What follows belongs to an exercise in optimizing a design on an open flow for small area; a production flow would make more cautious choices.
Function was checked by simulation only, so behaviour that the tests miss may differ from the original.
No activity file was given, so power comes from the tool's default toggle rates.

// discardStat
module discardStat (
  input  logic                                  CLK,
  input  logic                                  reset,
  input  logic [discardPkg::WORD_BITS-1:0]       inData,
  input  logic                                  inValid,
  input  logic                                  inSof,
  input  logic                                  inEof,
  input  logic [discardPkg::CHANNEL_COUNT-1:0]  creditReturn,
  output logic                                  outValid,
  output logic [discardPkg::CHANNEL_BITS-1:0]   outChannel,
  output logic [discardPkg::WORD_BITS-1:0]       outData,
  output logic                                  outSof,
  output logic                                  outEof,
  input  logic                                  statRead,
  input  logic [discardPkg::STAT_ADDR_BITS-1:0] statAddr,
  output logic                                  statValid,
  output logic [discardPkg::COUNTER_BITS-1:0]   statData,
  input  logic                                  statWrite,
  input  logic [discardPkg::COUNTER_BITS-1:0]   statWriteData
);
clock: 5.0 ns
lec_check: 0
cap_margin: 20
core_margin: 2
core_utilization: 40
cts_buf_list: sky130_fd_sc_hd__clkbuf_16
cts_cluster_diameter: 60
cts_cluster_size: 30
slew_margin: 20
run.sh (not shown) runs the stock make flow with config.mk's settings and CLKGATE_MAP_FILE= SYNTH_SCRIPT=/design/flow/synth_recipe.tcl, a recipe that flattens the netlist after the stock synthesis.
The starting point completed without violations.
Rerun with:
==> flow/flow/run.sh (new file) <==
#!/bin/bash
# The standard layout, with the smallest buffer on every input and output port
# in place of the one buffer_ports picks by default.
set -euo pipefail
export BUFFER_PORTS_ARGS="-buffer_cell sky130_fd_sc_hd__buf_1"
bash standard.sh > standard_flow.log 2>&1
==> flow/standard.sh (new file) <==
#!/bin/bash
# synth_recipe.tcl (not shown) runs the flow's synth.tcl, then flattens the netlist and writes it again
# the make line also repeats each setting of config.mk as NAME=value (left out here)
make -C /OpenROAD-flow-scripts/flow DESIGN_CONFIG=/design/flow/config.mk WORK_HOME=/design/flow/orfs CLKGATE_MAP_FILE= SYNTH_SCRIPT=/design/flow/synth_recipe.tcl "${@:-finish}"
Settings changed: CTS_CLUSTER_DIAMETER 60 to 100, CTS_CLUSTER_SIZE 30 to 25.
removed: flow/run.sh
Outcome:
- wire length went down by 1.1%
- via count is lower by 1.1%
- clock skew is higher by 0.012 ns
- worst setup slack gets better by 0.36 ns
- clock power shrinks by 38%
- critical path depth is unchanged
- fmax rose by 9.4%
- power goes down by 17%
Rerun with:
==> flow/run.sh (new file) <==
#!/bin/bash
# synth_recipe.tcl (not shown) runs the flow's synth.tcl, then flattens the netlist and writes it again
# the make line also repeats each setting of config.mk as NAME=value (left out here)
make -C /OpenROAD-flow-scripts/flow DESIGN_CONFIG=/design/flow/config.mk WORK_HOME=/design/flow/orfs CLKGATE_MAP_FILE= SYNTH_SCRIPT=/design/flow/synth_recipe.tcl finish
Settings changed: CTS_BUF_LIST sky130_fd_sc_hd__clkbuf_16 to not set, CTS_CLUSTER_DIAMETER 100 to not set, CTS_CLUSTER_SIZE 25 to not set.
removed: flow/flow/run.sh
removed: flow/standard.sh
Routed wire length grows by 1.6%.
Utilization grows by 3.8 points.
Global-route usage grows by 0.58 points.
Synthesized cell count does not change.
Fmax shrinks by 8.4%.
Synthesized area does not change.
Combinational power grows by 12%.
Cell count grows by about 1.9%.
Clock-buffer cell count grows by 51.
Critical path depth does not change.
Design area grows by about 9%.
Rerun with:
Settings changed: CTS_BUF_LIST set to sky130_fd_sc_hd__clkbuf_4 sky130_fd_sc_hd__clkbuf_8.
Effect:
- combinational power is about the same
- cell count is higher by 1.7%
- cell area is higher by about 0.35%
- via count is higher by 1.7%
- non-clock buffer count is unchanged
- area after synthesis is unchanged

========
== tundra ==
Another version of the RTL of discardStat (not shown whole).
Size in the first run: roughly 1500 cells after synthesis, ~430 flip-flops, roughly 150 I/O pins, ~0.016 mm² of cells after synthesis.
Design discardStat, start of the top module:
module discardStat (
  input  logic                                  CLK,
  input  logic                                  reset,
  input  logic [discardPkg::WORD_BITS-1:0]       inData,
  input  logic                                  inValid,
  input  logic                                  inSof,
  input  logic                                  inEof,
  input  logic [discardPkg::CHANNEL_COUNT-1:0]  creditReturn,
  output logic                                  outValid,
  output logic [discardPkg::CHANNEL_BITS-1:0]   outChannel,
  output logic [discardPkg::WORD_BITS-1:0]       outData,
  output logic                                  outSof,
  output logic                                  outEof,
  input  logic                                  statRead,
  input  logic [discardPkg::STAT_ADDR_BITS-1:0] statAddr,
  output logic                                  statValid,
  output logic [discardPkg::COUNTER_BITS-1:0]   statData,
  input  logic                                  statWrite,
  input  logic [discardPkg::COUNTER_BITS-1:0]   statWriteData
);
clock: 5.0 ns
lec_check: 0
cap_margin: 20
core_margin: 2
core_utilization: 40
cts_buf_list: sky130_fd_sc_hd__clkbuf_16
cts_cluster_diameter: 100
cts_cluster_size: 30
gpl_timing_driven: 0
slew_margin: 20
standard.sh (not shown) runs the stock make flow with config.mk's settings and CLKGATE_MAP_FILE= SYNTH_SCRIPT=/design/flow/synth_recipe.tcl, a recipe that flattens the netlist after the stock synthesis.
==> flow/flow/run.sh <==
#!/bin/bash
# The standard layout with two changes:
#  - synthesis is the standard synthesis, except that ABC maps the logic
#    with flow/abc_area.script (area-oriented mapping) instead of ORFS's
#    speed script; registers, their names and cell types are unchanged;
#  - every input and output port gets the smallest buffer (buf_1) instead of
#    the one buffer_ports picks by default.
# Each tool's output goes to the ORFS logs under orfs/logs; make's own output
# goes to standard_flow.log here.
set -euo pipefail
here=$(pwd)
export BUFFER_PORTS_ARGS="-buffer_cell sky130_fd_sc_hd__buf_1"
{
  head -n 1 synth_recipe.tcl
  cat <<TCL
proc abc {args} {
  set i [lsearch -exact \$args -script]
  if { \$i >= 0 } { lset args [expr { \$i + 1 }] $here/flow/abc_area.script }
  yosys abc {*}\$args
}
TCL
  tail -n +2 synth_recipe.tcl
} > area_synth.tcl
sed "s#SYNTH_SCRIPT=[^ ]*#SYNTH_SCRIPT=$here/area_synth.tcl#" standard.sh > area_standard.sh
grep -q "SYNTH_SCRIPT=$here/area_synth.tcl" area_standard.sh
bash area_standard.sh > standard_flow.log 2>&1
==> flow/flow/abc_area.script <==
strash
&get -n
&fraig -x
&put
scorr
dc2
strash
&get -n
&dch -f
&nf -R 1000 -a -p
&put
--- input diff tundra..maple ---
- a deleted GPL_TIMING_DRIVEN that had been 0
- a change of CTS_CLUSTER_SIZE from 30 to 25
Changes observed in maple relative to tundra: sequential share of layout area lost 0.31 points, achievable clock frequency rose by 2.2%.
Relative to tundra, the initial antenna violation count of maple is higher by 2.
Looking only at routed length on met3, and setting everything else aside, the higher value of tundra and maple goes to maple.
Final worst-path cycle share in maple vs tundra: down 2.1 points
Per the comparison of maple with tundra, worst clock skew now smaller, starting DRC count in detailed routing now larger.
Inputs modified between maple and cedar:
- GPL_TIMING_DRIVEN newly set to 0
==> flow/flow/abc_area.script <==
strash
&get -n
&fraig -x
&put
scorr
dc2
strash
&get -n
&b
&dch -f
&nf -R 1000 -a
&put
## What came out
There was hardly any difference in synthesis-to-layout area growth between maple and cedar.
On logic gate share of total power: cedar sits below maple.
Power drawn by the combinational cells in cedar is about 4% lower than in maple
The die height of cedar falls short of that of maple by 0.45%.
Between maple and cedar, effective utilization at floorplan decreased.
Of maple and cedar, the lower sequential share of layout area belongs to maple.
Summary of cedar over maple: final clock period utilization by the worst path increased by 1.5 points relative to the old numbers, post-detailed-route wirelength per cell shows a reduction of about 6%.
On worst hold margin, maple and cedar are basically level.
maple -> cedar: number of buffers between clock root and the deepest sink delta 0, exact match
Buffer and inverter count on the worst path: maple and cedar compared, lower one is cedar
The inputs of sierra differ from those of cedar as listed below.
==> flow/flow/abc_area.script <==
strash
&get -n
&fraig -x
&put
scorr
dc2
strash
&get -n
&dch -f
&nf -R 1000
&put
buffer -c
upsize -c
dnsize -c
Results
Of cedar and sierra, the run reporting the higher post-layout worst setup margin was cedar.
Taking sierra as 1.0, cedar lands at 0.904 on via count of the first global-routing pass.
Of sierra and cedar, it is sierra that has the higher non-clock buffer count.
Against cedar, multi-input gate count in sierra fell slightly.
The run showing the greater layout-stage area growth over the synthesis result is cedar.
For design internal power, cedar and sierra come out practically identical.
Across both runs, total power was higher for sierra than for cedar.
Taking cedar as the reference, in sierra combinational fraction of design power has increased, peak clock frequency supported by timing has decreased, area of the mapped netlist has increased.

========
exp/amber:
discardStat, a different RTL version from the one above (not shown whole).
For scale: roughly 1,500 cells after synthesis, about 430 flip-flops, ~150 I/O pins.
Design discardStat, start of the top module:
module discardStat (
  input  logic                                  CLK,
  input  logic                                  reset,
  input  logic [discardPkg::WORD_BITS-1:0]       inData,
  input  logic                                  inValid,
  input  logic                                  inSof,
  input  logic                                  inEof,
  input  logic [discardPkg::CHANNEL_COUNT-1:0]  creditReturn,
  output logic                                  outValid,
  output logic [discardPkg::CHANNEL_BITS-1:0]   outChannel,
  output logic [discardPkg::WORD_BITS-1:0]       outData,
  output logic                                  outSof,
  output logic                                  outEof,
  input  logic                                  statRead,
  input  logic [discardPkg::STAT_ADDR_BITS-1:0] statAddr,
  output logic                                  statValid,
  output logic [discardPkg::COUNTER_BITS-1:0]   statData,
  input  logic                                  statWrite,
  input  logic [discardPkg::COUNTER_BITS-1:0]   statWriteData
);
export LEC_CHECK = 0
export CAP_MARGIN = 20
export CORE_MARGIN = 2
export CORE_UTILIZATION = 40
export CTS_BUF_LIST = sky130_fd_sc_hd__clkbuf_16
export CTS_CLUSTER_DIAMETER = 100
export CTS_CLUSTER_SIZE = 25
export GPL_TIMING_DRIVEN = 0
export SLEW_MARGIN = 20
create_clock -name core_clock -period 5.0 [get_ports {CLK}]
==> flow/flow/abc_area.script <==
strash
&get -n
&fraig -x
&put
scorr
dc2
strash
dc2
&get -n
&b
&dch -f
&nf -R 1000 -a -p
&put
Scripts as last shown in full above: flow/flow/run.sh
Per the final summary, exp/amber finished and its layout is clean on timing, DRC and antenna.
Here is what was changed in the inputs of exp/nickel compared with exp/amber.
- changing CTS_CLUSTER_DIAMETER from 100 to 80
- changing CTS_CLUSTER_SIZE from 25 to 28
==> flow/flow/abc_area.script <==
strash
&get -n
&fraig -x
&put
scorr
dc2
strash
&get -n
&b
&dch -f
&nf -R 1000 -a
&put
[summary]
exp/nickel finished every stage and its layout cleared the timing, DRC and antenna checks.
Sequential share of layout area (higher): exp/amber
Per the comparison of exp/nickel with exp/amber, final critical-path required period has increased; vias after detailed routing went up 123.
Path depth of the worst reg2reg path: exp/nickel < exp/amber
A endpoint of the most critical setup path of counter[63]$_DFF_P_ is what exp/amber shows, while credit[0]$_DFF_P_ belongs to exp/nickel.
exp/amber → exp/nickel: cell area increased about 0.8%; part of the total power dissipated in combinational logic decreased 0.5 points; share of the synthesized netlist area taken by xor and xnor gates increased 0.49 points; areal power density over the cells increased 5.7%; synthesized area essentially unchanged.
### exp/nickel -> exp/xenon
- PLACE_DENSITY now 0.8, previously not set
- CTS_CLUSTER_DIAMETER now 100, was 80
- CTS_CLUSTER_SIZE now 25, was 28
## What came out
No stage failed in exp/xenon, and the final checks on the layout all came back clean. Of exp/xenon and exp/nickel, the run reporting the lower final critical-path required period was exp/xenon. Run comparison: exp/xenon launch point of the critical path counter[161]$_DFF_P_; exp/nickel launch point of the critical path creditReturn[3]. exp/xenon vs. exp/nickel: post-cts gate resize count moved down, clock group share of total power down 2.9 points. exp/xenon vs. exp/nickel: number of cells on the critical path went up by 1. Diff exp/nickel -> exp/xenon: maximum frequency rose by 0.59%, count of buffering cells on the critical path with inverters included fell by 2, combinational cell fraction of total power rose by 0.2 points, first-pass GRT wire length fell by 3.5%.
[inputs] exp/raven vs exp/xenon
- clearing PLACE_DENSITY, which used to be 0.8
Relative to exp/xenon, clock power decreased by about 5% in exp/raven. Global-route usage for exp/raven: 0.94 points up relative to exp/xenon. Going from exp/xenon to exp/raven, the non-clock buffer count was found to have gone up by about 7%. Diff exp/raven..exp/xenon | combined area of all synthesized cells | unchanged. Looking at post-route cell area, exp/raven sits about 0.4% above exp/xenon. Fraction of power spent switching nets: exp/raven vs exp/xenon, no meaningful difference. Compared to exp/xenon, exp/raven has number of antenna violations at the first check in global routing 1 higher. For exp/raven, the critical path class was in -> reg, unlike exp/xenon, where it was reg -> reg. Re total power of the final layout: exp/raven and exp/xenon aren't equal, and the higher value belongs to exp/xenon. Across both runs, number of nets in the finished design was higher for exp/raven than for exp/xenon.

[afterwards: timing with drivers on the ports]
No port has a modelled driver above. Below, the same layouts with a new extraction and two added sets of constraints. Step 1, drivers: a clkbuf_16 drives CLK and a buf_2 each remaining input, both assumed. Step 2 moves the port delays by t, midway between the first and last clock arrival at a register: inputs arrive t later, outputs are due t later. That takes back most of the time a late clock gives input paths. Three values: ideal, step 1, step 2; two values: the first two.
| run | shift t [ns] | setup WS [ns] | latest minus earliest clock arrival (ns) | cell pins on the clock port's net |
|---|---|---|---|---|
| the first run of note 1 | 0.621 | 0.848 / 0.877 / 0.257 | 0.035 / 0.035 | 1 |
| the second run of note 1 | 0.609 | 1.203 / 1.238 / 0.629 | 0.049 / 0.050 | 1 |
| the third run of note 1 | 0.635 | 0.854 / 0.886 / 0.250 | 0.027 / 0.027 | 1 |
| the fourth run of note 1 | 0.697 | 0.939 / 0.965 / 0.268 | 0.033 / 0.034 | 1 |
| tundra | 0.595 | 0.141 / 0.141 / -0.273 | 0.032 / 0.032 | 1 |
| maple | 0.581 | 0.243 / 0.243 / -0.230 | 0.028 / 0.027 | 1 |
| cedar | 0.584 | 0.169 / 0.169 / -0.348 | 0.030 / 0.030 | 1 |
| sierra | 0.619 | 0.145 / 0.176 / -0.444 | 0.021 / 0.021 | 1 |
| exp/amber | 0.595 | 0.213 / 0.213 / -0.349 | 0.027 / 0.028 | 1 |
| exp/nickel | 0.626 | 0.178 / 0.208 / -0.418 | 0.034 / 0.034 | 1 |
| exp/xenon | 0.598 | 0.206 / 0.206 / -0.369 | 0.043 / 0.042 | 1 |
| exp/raven | 0.607 | 0.148 / 0.181 / -0.426 | 0.021 / 0.020 | 1 |
With both steps, setup timing fails in 8 of these runs, where it was met with ideal ports. For the fourth run of note 1, which loses most, drivers alone change the setup slack by +0.026 ns; drivers and shift together by -0.671 ns.
